Source: an optimization exercise on an open RTL-to-GDS flow (aim: small area). Production flows keep margins and buffers that such runs may drop.
The RTL was checked by simulation tests, not by an equivalence proof against the original design.
Power is estimated from default activity; no workload was simulated.

==> inputs of build 38 <==
==> flow/design.v <==
package reg_file_pkg;
    localparam int DATA_W_DEF = 32;
    localparam int ADDR_W_DEF = 5;
    typedef enum logic {
        IDLE  = 1'b0,
        CLEAR = 1'b1
    } clr_state_t;
    localparam int DEPTH_DEF = 1 << ADDR_W_DEF;
endpackage
module wr_decoder #(
    parameter int ADDR_W = reg_file_pkg::ADDR_W_DEF
) (
    input  logic                          i_rst,
    input  logic                          i_act,
    input  logic [ADDR_W-1:0]             i_addr,
    output logic [(1 << ADDR_W)-1:0]      o_en,
    output logic [(1 << ADDR_W)-1:0]      o_en_n
);
    always_comb begin
        for (int i = 0; i < (1 << ADDR_W); i++) begin
            o_en[i]   = i_rst || (i_act && (i_addr == ADDR_W'(i)));
            o_en_n[i] = !o_en[i];
        end
    end
endmodule
module rd_decoder #(
    parameter int ADDR_W = reg_file_pkg::ADDR_W_DEF
) (
    input  logic [ADDR_W-1:0]             i_addr,
    output logic [(1 << ADDR_W)-1:0]      o_sel
);
    always_comb begin
        o_sel[0] = 1'b0;
        for (int i = 1; i < (1 << ADDR_W); i++) begin
            o_sel[i] = (i_addr == ADDR_W'(i));
        end
    end
endmodule
module st_next (
    input  logic i_en,
    input  logic i_d,
    input  logic i_en_n,
    input  logic i_q,
    output logic o_d
);
    assign o_d = (i_en & i_d) | (i_en_n & i_q);
endmodule
module sel3_n (
    input  logic [2:0] i_s,
    input  logic [2:0] i_d,
    output logic       o_n
);
    assign o_n = !((i_s[0] & i_d[0]) | (i_s[1] & i_d[1]) | (i_s[2] & i_d[2]));
endmodule
module sel1_n (
    input  logic i_s,
    input  logic i_d,
    output logic o_n
);
    assign o_n = !(i_s & i_d);
endmodule
module nand_n #(
    parameter int N = 4
) (
    input  logic [N-1:0] i_a,
    output logic         o_y
);
    assign o_y = !(&i_a);
endmodule
module byp_sel (
    input  logic [2:0] i_p,
    input  logic       i_byp,
    input  logic       i_d,
    output logic       o_q
);
    assign o_q = ((|i_p) & !i_byp) | (i_d & i_byp);
endmodule
module rd_bit (
    input  logic [31:1] i_s,
    input  logic [31:1] i_d,
    input  logic        i_byp,
    input  logic        i_byp_d,
    output logic        o_q
);
    logic [10:0] w_z;
    logic [2:0]  w_p;
    for (genvar g = 0; g < 10; g++) begin : g_s3
        sel3_n u_s3 (.i_s(i_s[3*g+1 +: 3]), .i_d(i_d[3*g+1 +: 3]), .o_n(w_z[g]));
    end
    sel1_n u_s1 (.i_s(i_s[31]), .i_d(i_d[31]), .o_n(w_z[10]));
    nand_n #(.N(4)) u_n0 (.i_a(w_z[3:0]),  .o_y(w_p[0]));
    nand_n #(.N(4)) u_n1 (.i_a(w_z[7:4]),  .o_y(w_p[1]));
    nand_n #(.N(3)) u_n2 (.i_a(w_z[10:8]), .o_y(w_p[2]));
    byp_sel u_byp (.i_p(w_p), .i_byp(i_byp), .i_d(i_byp_d), .o_q(o_q));
endmodule
module reg_file_param #(
    parameter int DATA_W   = reg_file_pkg::DATA_W_DEF,
    parameter int ADDR_W   = reg_file_pkg::ADDR_W_DEF,
    parameter int ZERO_REG = 1,
    parameter int BYPASS   = 1
) (
    input  logic              clk,
    input  logic              rst,
    input  logic              writeEn,
    input  logic [ADDR_W-1:0] RegNum,
    input  logic [DATA_W-1:0] RegData,
    input  logic [ADDR_W-1:0] rdNumA,
    output logic [DATA_W-1:0] rdDataA,
    input  logic [ADDR_W-1:0] rdNumB,
    output logic [DATA_W-1:0] rdDataB,
    input  logic              clearReq,
    output logic              busy,
    output reg_file_pkg::clr_state_t dbg_state
);
    localparam int DEPTH = 1 << ADDR_W;
    logic [DEPTH-1:1][DATA_W-1:0] r_mem;
    logic [DEPTH-1:1][DATA_W-1:0] w_mem_nxt;
    logic              r_busy;
    logic [ADDR_W-1:0] r_ptr;
    logic              w_wr_en;
    logic              w_act;
    logic [ADDR_W-1:0] w_row_addr;
    logic [DEPTH-1:0]  w_en, w_en_n;
    logic [DATA_W-1:0] w_wdata;
    logic              w_wr_nz;
    logic              w_bypA, w_bypB;
    logic [DEPTH-1:0]  w_selA, w_selB;
    assign w_wr_en   = writeEn && !r_busy;
    assign busy      = r_busy;
    assign dbg_state = reg_file_pkg::clr_state_t'(r_busy);
    always_ff @(posedge clk) begin
        if (rst) begin
            r_busy <= 1'b0;
            r_ptr  <= '0;
        end else if (r_busy) begin
            r_ptr <= r_ptr + ADDR_W'(1);
            if (r_ptr == ADDR_W'(DEPTH - 1)) begin
                r_busy <= 1'b0;
            end
        end else if (clearReq) begin
            r_busy <= 1'b1;
            r_ptr  <= '0;
        end
    end
    assign w_act      = writeEn || r_busy;
    assign w_row_addr = r_busy ? r_ptr : RegNum;
    wr_decoder #(
        .ADDR_W (ADDR_W)
    ) u_wr_decoder (
        .i_rst  (rst),
        .i_act  (w_act),
        .i_addr (w_row_addr),
        .o_en   (w_en),
        .o_en_n (w_en_n)
    );
    assign w_wdata = (rst || r_busy) ? '0 : RegData;
    for (genvar i = 1; i < DEPTH; i++) begin : g_row
        for (genvar b = 0; b < DATA_W; b++) begin : g_bit
            st_next u_nxt (
                .i_en   (w_en[i]),
                .i_d    (w_wdata[b]),
                .i_en_n (w_en_n[i]),
                .i_q    (r_mem[i][b]),
                .o_d    (w_mem_nxt[i][b])
            );
        end
    end
    always_ff @(posedge clk) begin
        r_mem <= w_mem_nxt;
    end
    assign w_wr_nz = w_wr_en && (RegNum != '0);
    assign w_bypA  = (BYPASS != 0) && w_wr_nz && (rdNumA == RegNum);
    assign w_bypB  = (BYPASS != 0) && w_wr_nz && (rdNumB == RegNum);
    rd_decoder #(.ADDR_W(ADDR_W)) u_rd_decA (.i_addr(rdNumA), .o_sel(w_selA));
    rd_decoder #(.ADDR_W(ADDR_W)) u_rd_decB (.i_addr(rdNumB), .o_sel(w_selB));
    for (genvar b = 0; b < DATA_W; b++) begin : g_rd
        logic [DEPTH-1:1] w_col;
        always_comb begin
            for (int i = 1; i < DEPTH; i++) w_col[i] = r_mem[i][b];
        end
        rd_bit u_rdA (.i_s(w_selA[DEPTH-1:1]), .i_d(w_col), .i_byp(w_bypA), .i_byp_d(RegData[b]), .o_q(rdDataA[b]));
        rd_bit u_rdB (.i_s(w_selB[DEPTH-1:1]), .i_d(w_col), .i_byp(w_bypB), .i_byp_d(RegData[b]), .o_q(rdDataB[b]));
    end
endmodule
==> flow/flow/run.sh <==
#!/bin/bash
# The standard layout, with plain buf_1 cells as the input/output port buffers
# instead of the delay buffers buffer_ports picks by default.
set -e
export BUFFER_PORTS_ARGS="-buffer_cell sky130_fd_sc_hd__buf_1"
bash standard.sh > standard_flow.log 2>&1
==> flow/standard.sh <==
#!/bin/bash
# synth_recipe.tcl (not shown) runs the flow's synth.tcl, then flattens the netlist and writes it again
# the make line also repeats each setting of config.mk as NAME=value (left out here)
make -C /OpenROAD-flow-scripts/flow DESIGN_CONFIG=/design/flow/config.mk WORK_HOME=/design/flow/orfs CLKGATE_MAP_FILE= SYNTH_SCRIPT=/design/flow/synth_recipe.tcl "${@:-finish}"
==> flow/config.mk <==
export PLATFORM = sky130hd
export DESIGN_NAME = reg_file_param
export DESIGN_NICKNAME = reg_file_param
export VERILOG_FILES = /design/flow/design.v
export SDC_FILE = /design/flow/constraint.sdc
export NUM_CORES = 4
export LEC_CHECK = 0
export CAP_MARGIN = 20
export CORE_MARGIN = 2
export CORE_UTILIZATION = 60
export CTS_BUF_LIST = sky130_fd_sc_hd__clkbuf_16
export CTS_CLUSTER_DIAMETER = 80
export CTS_CLUSTER_SIZE = 25
export PLACE_DENSITY = 0.7
export SETUP_SLACK_MARGIN = 0.1
export SLEW_MARGIN = 20
export SYNTH_HIERARCHICAL = 1
export SYNTH_MINIMUM_KEEP_SIZE = 0
==> flow/constraint.sdc <==
create_clock -name core_clock -period 7.0 [get_ports {clk}]
set_input_delay 1.4000 -clock core_clock [delete_from_list [all_inputs] [get_ports {clk}]]
set_output_delay 1.4000 -clock core_clock [all_outputs]
set_load 0.01 [all_outputs]
==> inputs of build 93, as changes to build 38 <==
--- a/flow/design.v
+++ b/flow/design.v
@@ -28,2 +28,3 @@
 ) (
+    input  logic                          i_byp,
     input  logic [ADDR_W-1:0]             i_addr,
@@ -34,3 +35,3 @@
         for (int i = 1; i < (1 << ADDR_W); i++) begin
-            o_sel[i] = (i_addr == ADDR_W'(i));
+            o_sel[i] = !i_byp && (i_addr == ADDR_W'(i));
         end
@@ -54,8 +55,8 @@
 endmodule
-module sel1_n (
-    input  logic i_s,
-    input  logic i_d,
-    output logic o_n
+module sel2_n (
+    input  logic [1:0] i_s,
+    input  logic [1:0] i_d,
+    output logic       o_n
 );
-    assign o_n = !(i_s & i_d);
+    assign o_n = !((i_s[0] & i_d[0]) | (i_s[1] & i_d[1]));
 endmodule
@@ -69,15 +70,13 @@
 endmodule
-module byp_sel (
-    input  logic [2:0] i_p,
-    input  logic       i_byp,
-    input  logic       i_d,
-    output logic       o_q
+module or_n #(
+    parameter int N = 3
+) (
+    input  logic [N-1:0] i_a,
+    output logic         o_y
 );
-    assign o_q = ((|i_p) & !i_byp) | (i_d & i_byp);
+    assign o_y = |i_a;
 endmodule
-module rd_bit (
-    input  logic [31:1] i_s,
-    input  logic [31:1] i_d,
-    input  logic        i_byp,
-    input  logic        i_byp_d,
+module rd_bit32 (
+    input  logic [31:0] i_s,
+    input  logic [31:0] i_d,
     output logic        o_q
@@ -87,5 +86,5 @@
     for (genvar g = 0; g < 10; g++) begin : g_s3
-        sel3_n u_s3 (.i_s(i_s[3*g+1 +: 3]), .i_d(i_d[3*g+1 +: 3]), .o_n(w_z[g]));
+        sel3_n u_s3 (.i_s(i_s[3*g +: 3]), .i_d(i_d[3*g +: 3]), .o_n(w_z[g]));
     end
-    sel1_n u_s1 (.i_s(i_s[31]), .i_d(i_d[31]), .o_n(w_z[10]));
+    sel2_n u_s2 (.i_s(i_s[31:30]), .i_d(i_d[31:30]), .o_n(w_z[10]));
     nand_n #(.N(4)) u_n0 (.i_a(w_z[3:0]),  .o_y(w_p[0]));
@@ -93,3 +92,3 @@
     nand_n #(.N(3)) u_n2 (.i_a(w_z[10:8]), .o_y(w_p[2]));
-    byp_sel u_byp (.i_p(w_p), .i_byp(i_byp), .i_d(i_byp_d), .o_q(o_q));
+    or_n   #(.N(3)) u_o  (.i_a(w_p),       .o_y(o_q));
 endmodule
@@ -173,11 +172,12 @@
     assign w_bypB  = (BYPASS != 0) && w_wr_nz && (rdNumB == RegNum);
-    rd_decoder #(.ADDR_W(ADDR_W)) u_rd_decA (.i_addr(rdNumA), .o_sel(w_selA));
-    rd_decoder #(.ADDR_W(ADDR_W)) u_rd_decB (.i_addr(rdNumB), .o_sel(w_selB));
+    rd_decoder #(.ADDR_W(ADDR_W)) u_rd_decA (.i_byp(w_bypA), .i_addr(rdNumA), .o_sel(w_selA));
+    rd_decoder #(.ADDR_W(ADDR_W)) u_rd_decB (.i_byp(w_bypB), .i_addr(rdNumB), .o_sel(w_selB));
     for (genvar b = 0; b < DATA_W; b++) begin : g_rd
-        logic [DEPTH-1:1] w_col;
+        logic [DEPTH-1:0] w_col;
         always_comb begin
+            w_col[0] = RegData[b];
             for (int i = 1; i < DEPTH; i++) w_col[i] = r_mem[i][b];
         end
-        rd_bit u_rdA (.i_s(w_selA[DEPTH-1:1]), .i_d(w_col), .i_byp(w_bypA), .i_byp_d(RegData[b]), .o_q(rdDataA[b]));
-        rd_bit u_rdB (.i_s(w_selB[DEPTH-1:1]), .i_d(w_col), .i_byp(w_bypB), .i_byp_d(RegData[b]), .o_q(rdDataB[b]));
+        rd_bit32 u_rdA (.i_s({w_selA[DEPTH-1:1], w_bypA}), .i_d(w_col), .o_q(rdDataA[b]));
+        rd_bit32 u_rdB (.i_s({w_selB[DEPTH-1:1], w_bypB}), .i_d(w_col), .o_q(rdDataB[b]));
     end
==> flow/run.sh (new file) <==
#!/bin/bash
# synth_recipe.tcl (not shown) runs the flow's synth.tcl, then flattens the netlist and writes it again
# the make line also repeats each setting of config.mk as NAME=value (left out here)
make -C /OpenROAD-flow-scripts/flow DESIGN_CONFIG=/design/flow/config.mk WORK_HOME=/design/flow/orfs CLKGATE_MAP_FILE= SYNTH_SCRIPT=/design/flow/synth_recipe.tcl finish
--- a/flow/config.mk
+++ b/flow/config.mk
@@ -9,8 +9,5 @@
 export CORE_MARGIN = 2
-export CORE_UTILIZATION = 60
-export CTS_BUF_LIST = sky130_fd_sc_hd__clkbuf_16
-export CTS_CLUSTER_DIAMETER = 80
-export CTS_CLUSTER_SIZE = 25
-export PLACE_DENSITY = 0.7
-export SETUP_SLACK_MARGIN = 0.1
+export CORE_UTILIZATION = 30
+export PLACE_DENSITY = 0.45
+export SETUP_SLACK_MARGIN = 0.2
 export SLEW_MARGIN = 20
removed: flow/flow/run.sh
removed: flow/standard.sh
==> summary of the runs <==
Clock skew: build 93 is lower than build 38 (0.0079 ns). Of build 93 and build 38, build 93 has the higher cell count (gap about 26%, measured against build 38). In build 38 the non-clock buffer count is lower than in build 93, by 251. Of build 38 and build 93, build 93 has the higher clock-buffer cell count (gap 130).
==> figures <==
H-tree depth reported by CTS: build 93 3; build 38 2
Power Internal: build 93 0.0103 W; build 38 0.00794 W
Number of cells produced by synthesis: build 93 3,228; build 38 3,350
Critical register-to-register path endpoint: build 93 r_mem[277]; build 38 r_mem[297]
Switching Fraction: build 93 28.2%; build 38 29.4%
Total cell area at the placement stage: build 93 47,300 um^2; build 38 42,500 um^2
1st-pass router iterations: build 93 13; build 38 15
Routed length on met1: build 93 89.6 mm; build 38 61.6 mm
Antenna cells: build 93 3; build 38 5
Outcome: build 93 timing/DRC/antenna clean; build 38 timing/DRC/antenna clean

---

==> inputs of 06-12 <==
RTL: the design.v shown in full above, as it stands there.
==> flow/config.mk <==
export PLATFORM = sky130hd
export DESIGN_NAME = reg_file_param
export DESIGN_NICKNAME = reg_file_param
export VERILOG_FILES = /design/flow/design.v
export SDC_FILE = /design/flow/constraint.sdc
export NUM_CORES = 4
export LEC_CHECK = 0
export CAP_MARGIN = 20
export CORE_MARGIN = 2
export CORE_UTILIZATION = 60
export CTS_BUF_LIST = sky130_fd_sc_hd__clkbuf_8
export CTS_CLUSTER_DIAMETER = 60
export CTS_CLUSTER_SIZE = 16
export PLACE_DENSITY = 0.8
export SETUP_SLACK_MARGIN = 0.1
export SLEW_MARGIN = 20
export SYNTH_HIERARCHICAL = 1
export SYNTH_MINIMUM_KEEP_SIZE = 0
==> flow/constraint.sdc <==
create_clock -name core_clock -period 7.0 [get_ports {clk}]
set_input_delay 1.4000 -clock core_clock [delete_from_list [all_inputs] [get_ports {clk}]]
set_output_delay 1.4000 -clock core_clock [all_outputs]
set_load 0.01 [all_outputs]
standard.sh (not shown) runs the stock make flow with config.mk's settings and CLKGATE_MAP_FILE= SYNTH_SCRIPT=/design/flow/synth_recipe.tcl, a recipe that flattens the netlist after the stock synthesis.
==> flow/flow/run.sh <==
#!/bin/bash
# The standard layout, with plain buf_1 cells as the input/output port buffers
# instead of the delay buffers buffer_ports picks by default.
set -e
export BUFFER_PORTS_ARGS="-buffer_cell sky130_fd_sc_hd__buf_1"
bash standard.sh > standard_flow.log 2>&1
==> 12-01 (differences from 06-12) <==
==> flow/design.v, changed modules only <==
module rd_decoder #(
    parameter int ADDR_W = reg_file_pkg::ADDR_W_DEF
) (
    input  logic                          i_byp,
    input  logic [ADDR_W-1:0]             i_addr,
    output logic [(1 << ADDR_W)-1:0]      o_sel
);
    always_comb begin
        o_sel[0] = 1'b0;
        for (int i = 1; i < (1 << ADDR_W); i++) begin
            o_sel[i] = !i_byp && (i_addr == ADDR_W'(i));
        end
    end
endmodule
module sel2_last (
    input  logic [1:0] i_z,
    input  logic [1:0] i_s,
    input  logic [1:0] i_d,
    output logic       o_p
);
    assign o_p = !(&i_z) | (i_s[0] & i_d[0]) | (i_s[1] & i_d[1]);
endmodule
module or_n #(
    parameter int N = 3
) (
    input  logic [N-1:0] i_a,
    output logic         o_y
);
    assign o_y = |i_a;
endmodule
module rd_bit (
    input  logic [31:0] i_s,
    input  logic [31:0] i_d,
    output logic        o_q
);
    logic [9:0] w_z;
    logic [2:0] w_p;
    for (genvar g = 0; g < 10; g++) begin : g_s3
        sel3_n u_s3 (.i_s(i_s[3*g +: 3]), .i_d(i_d[3*g +: 3]), .o_n(w_z[g]));
    end
    nand_n #(.N(4)) u_n0 (.i_a(w_z[3:0]), .o_y(w_p[0]));
    nand_n #(.N(4)) u_n1 (.i_a(w_z[7:4]), .o_y(w_p[1]));
    sel2_last u_n2 (.i_z(w_z[9:8]), .i_s(i_s[31:30]), .i_d(i_d[31:30]), .o_p(w_p[2]));
    or_n   #(.N(3)) u_o  (.i_a(w_p), .o_y(o_q));
endmodule
module reg_file_param #(
    parameter int DATA_W   = reg_file_pkg::DATA_W_DEF,
    parameter int ADDR_W   = reg_file_pkg::ADDR_W_DEF,
    parameter int ZERO_REG = 1,
    parameter int BYPASS   = 1
) (
    input  logic              clk,
    input  logic              rst,
    input  logic              writeEn,
    input  logic [ADDR_W-1:0] RegNum,
    input  logic [DATA_W-1:0] RegData,
    input  logic [ADDR_W-1:0] rdNumA,
    output logic [DATA_W-1:0] rdDataA,
    input  logic [ADDR_W-1:0] rdNumB,
    output logic [DATA_W-1:0] rdDataB,
    input  logic              clearReq,
    output logic              busy,
    output reg_file_pkg::clr_state_t dbg_state
);
    localparam int DEPTH = 1 << ADDR_W;
    logic [DEPTH-1:1][DATA_W-1:0] r_mem;
    logic [DEPTH-1:1][DATA_W-1:0] w_mem_nxt;
    logic              r_busy;
    logic [ADDR_W-1:0] r_ptr;
    logic              w_wr_en;
    logic              w_act;
    logic [ADDR_W-1:0] w_row_addr;
    logic [DEPTH-1:0]  w_en, w_en_n;
    logic [DATA_W-1:0] w_wdata;
    logic              w_wr_nz;
    logic              w_bypA, w_bypB;
    logic [DEPTH-1:0]  w_selA, w_selB;
    assign w_wr_en   = writeEn && !r_busy;
    assign busy      = r_busy;
    assign dbg_state = reg_file_pkg::clr_state_t'(r_busy);
    always_ff @(posedge clk) begin
        if (rst) begin
            r_busy <= 1'b0;
            r_ptr  <= '0;
        end else if (r_busy) begin
            r_ptr <= r_ptr + ADDR_W'(1);
            if (r_ptr == ADDR_W'(DEPTH - 1)) begin
                r_busy <= 1'b0;
            end
        end else if (clearReq) begin
            r_busy <= 1'b1;
            r_ptr  <= '0;
        end
    end
    assign w_act      = writeEn || r_busy;
    assign w_row_addr = r_busy ? r_ptr : RegNum;
    wr_decoder #(
        .ADDR_W (ADDR_W)
    ) u_wr_decoder (
        .i_rst  (rst),
        .i_act  (w_act),
        .i_addr (w_row_addr),
        .o_en   (w_en),
        .o_en_n (w_en_n)
    );
    assign w_wdata = (rst || r_busy) ? '0 : RegData;
    for (genvar i = 1; i < DEPTH; i++) begin : g_row
        for (genvar b = 0; b < DATA_W; b++) begin : g_bit
            st_next u_nxt (
                .i_en   (w_en[i]),
                .i_d    (w_wdata[b]),
                .i_en_n (w_en_n[i]),
                .i_q    (r_mem[i][b]),
                .o_d    (w_mem_nxt[i][b])
            );
        end
    end
    always_ff @(posedge clk) begin
        r_mem <= w_mem_nxt;
    end
    assign w_wr_nz = w_wr_en && (RegNum != '0);
    assign w_bypA  = (BYPASS != 0) && w_wr_nz && (rdNumA == RegNum);
    assign w_bypB  = (BYPASS != 0) && w_wr_nz && (rdNumB == RegNum);
    rd_decoder #(.ADDR_W(ADDR_W)) u_rd_decA (.i_byp(w_bypA), .i_addr(rdNumA), .o_sel(w_selA));
    rd_decoder #(.ADDR_W(ADDR_W)) u_rd_decB (.i_byp(w_bypB), .i_addr(rdNumB), .o_sel(w_selB));
    for (genvar b = 0; b < DATA_W; b++) begin : g_rd
        logic [DEPTH-1:0] w_col;
        always_comb begin
            w_col[0] = RegData[b];
            for (int i = 1; i < DEPTH; i++) w_col[i] = r_mem[i][b];
        end
        rd_bit u_rdA (.i_s({w_selA[DEPTH-1:1], w_bypA}), .i_d(w_col), .o_q(rdDataA[b]));
        rd_bit u_rdB (.i_s({w_selB[DEPTH-1:1], w_bypB}), .i_d(w_col), .o_q(rdDataB[b]));
    end
endmodule
// module sel1_n removed
// module byp_sel removed
CORE_UTILIZATION = 55   (was 60)
CTS_BUF_LIST = sky130_fd_sc_hd__clkbuf_16   (was sky130_fd_sc_hd__clkbuf_8)
CTS_CLUSTER_DIAMETER = 80   (was 60)
CTS_CLUSTER_SIZE = 25   (was 16)
PLACE_DENSITY = 0.65   (was 0.8)
==> qor summary <==
| quantity | 12-01 | 06-12 |
|---|---|---|
| Result of the run | timing/DRC/antenna clean | timing/DRC/antenna clean |
| Worst setup path startpoint | rdNumA[3] | rdNumA[4] |
| Total Routed Length | 188,000 um | 188,300 um |
| Worst Hold Launch | r_mem[583] | r_mem[615] |
| Multi-input gate share of the layout cell area | 44.07% | 44.32% |
| Effective utilization at floorplan | 55.50% | 60.60% |
| Number of global-route vias before repair | 38.40k | 39.42k |
| Total clock buffers created by CTS | 48 | 74 |
| Post-Synthesis Cells | 3,228 | 3,350 |
| Final-layout fill cell count | 5,603 | 4,861 |
| GRT met3 Usage | 21.08% | 25.55% |
| Area of the multi-input gates | 0.01947 sq mm | 0.01934 sq mm |
| Placed cell area | 0.04257 sq mm | 0.04236 sq mm |
| Stages on worst setup path | 10 | 8 |
| Power in sequential cells | 6.51 mW | 6.52 mW |
| Core outline area | 0.07003 sq mm | 0.06446 sq mm |
| Power spent charging and discharging nets | 3.326 mW | 3.338 mW |
| Synth-to-layout area growth | 13.69% | 11.72% |
| Fmax achieved | 144.7 MHz | 154.9 MHz |
| Logic inverters | 1 | 65 |
| Horizontal extent of the die | 269.8 um | 259.2 um |
| Final weighted congestion in routability-driven placement | 0.9629 | 0.9974 |
| # nets final | 3,595 | 3,729 |
| Worst setup endpoint | rdDataA[18] | rdDataA[22] |
| Final non-filler cell area | 0.04418 sq mm | 0.04364 sq mm |
| Arr. time, crit path | 5.51 ns | 5.06 ns |
| P_comb | 1.54 mW | 1.56 mW |

-- separate check: timing with driven ports --
No port has a modelled driver above. Below, the same layouts with a new extraction and two added sets of constraints. Step 1: set_driving_cell puts a clkbuf_16 on clk and a buf_2 on each other input, an assumption about the parent block. Step 2 moves the port delays by t, midway between the first and last clock arrival at a register: inputs arrive t later, outputs are due t later. That takes back most of the time a late clock gives input paths. Slacks: no drivers / after step 1 / after step 2; pairs: no drivers / after step 1.
| run | t, ns | setup WS [ns] | worst setup path at the end |
|---|---|---|---|
| build 38 | 0.713 | 0.572 / 0.543 / 0.543 | input to output |
| build 93 | 0.815 | 0.050 / 0.027 / 0.027 | input to output |
| 06-12 | 0.786 | 0.542 / 0.516 / 0.516 | input to output |
| 12-01 | 0.728 | 0.089 / 0.055 / 0.055 | input to output |
After both steps every run listed still meets setup and hold. For 12-01, which loses most, drivers alone change the setup slack by -0.034 ns; drivers and shift together by -0.034 ns.
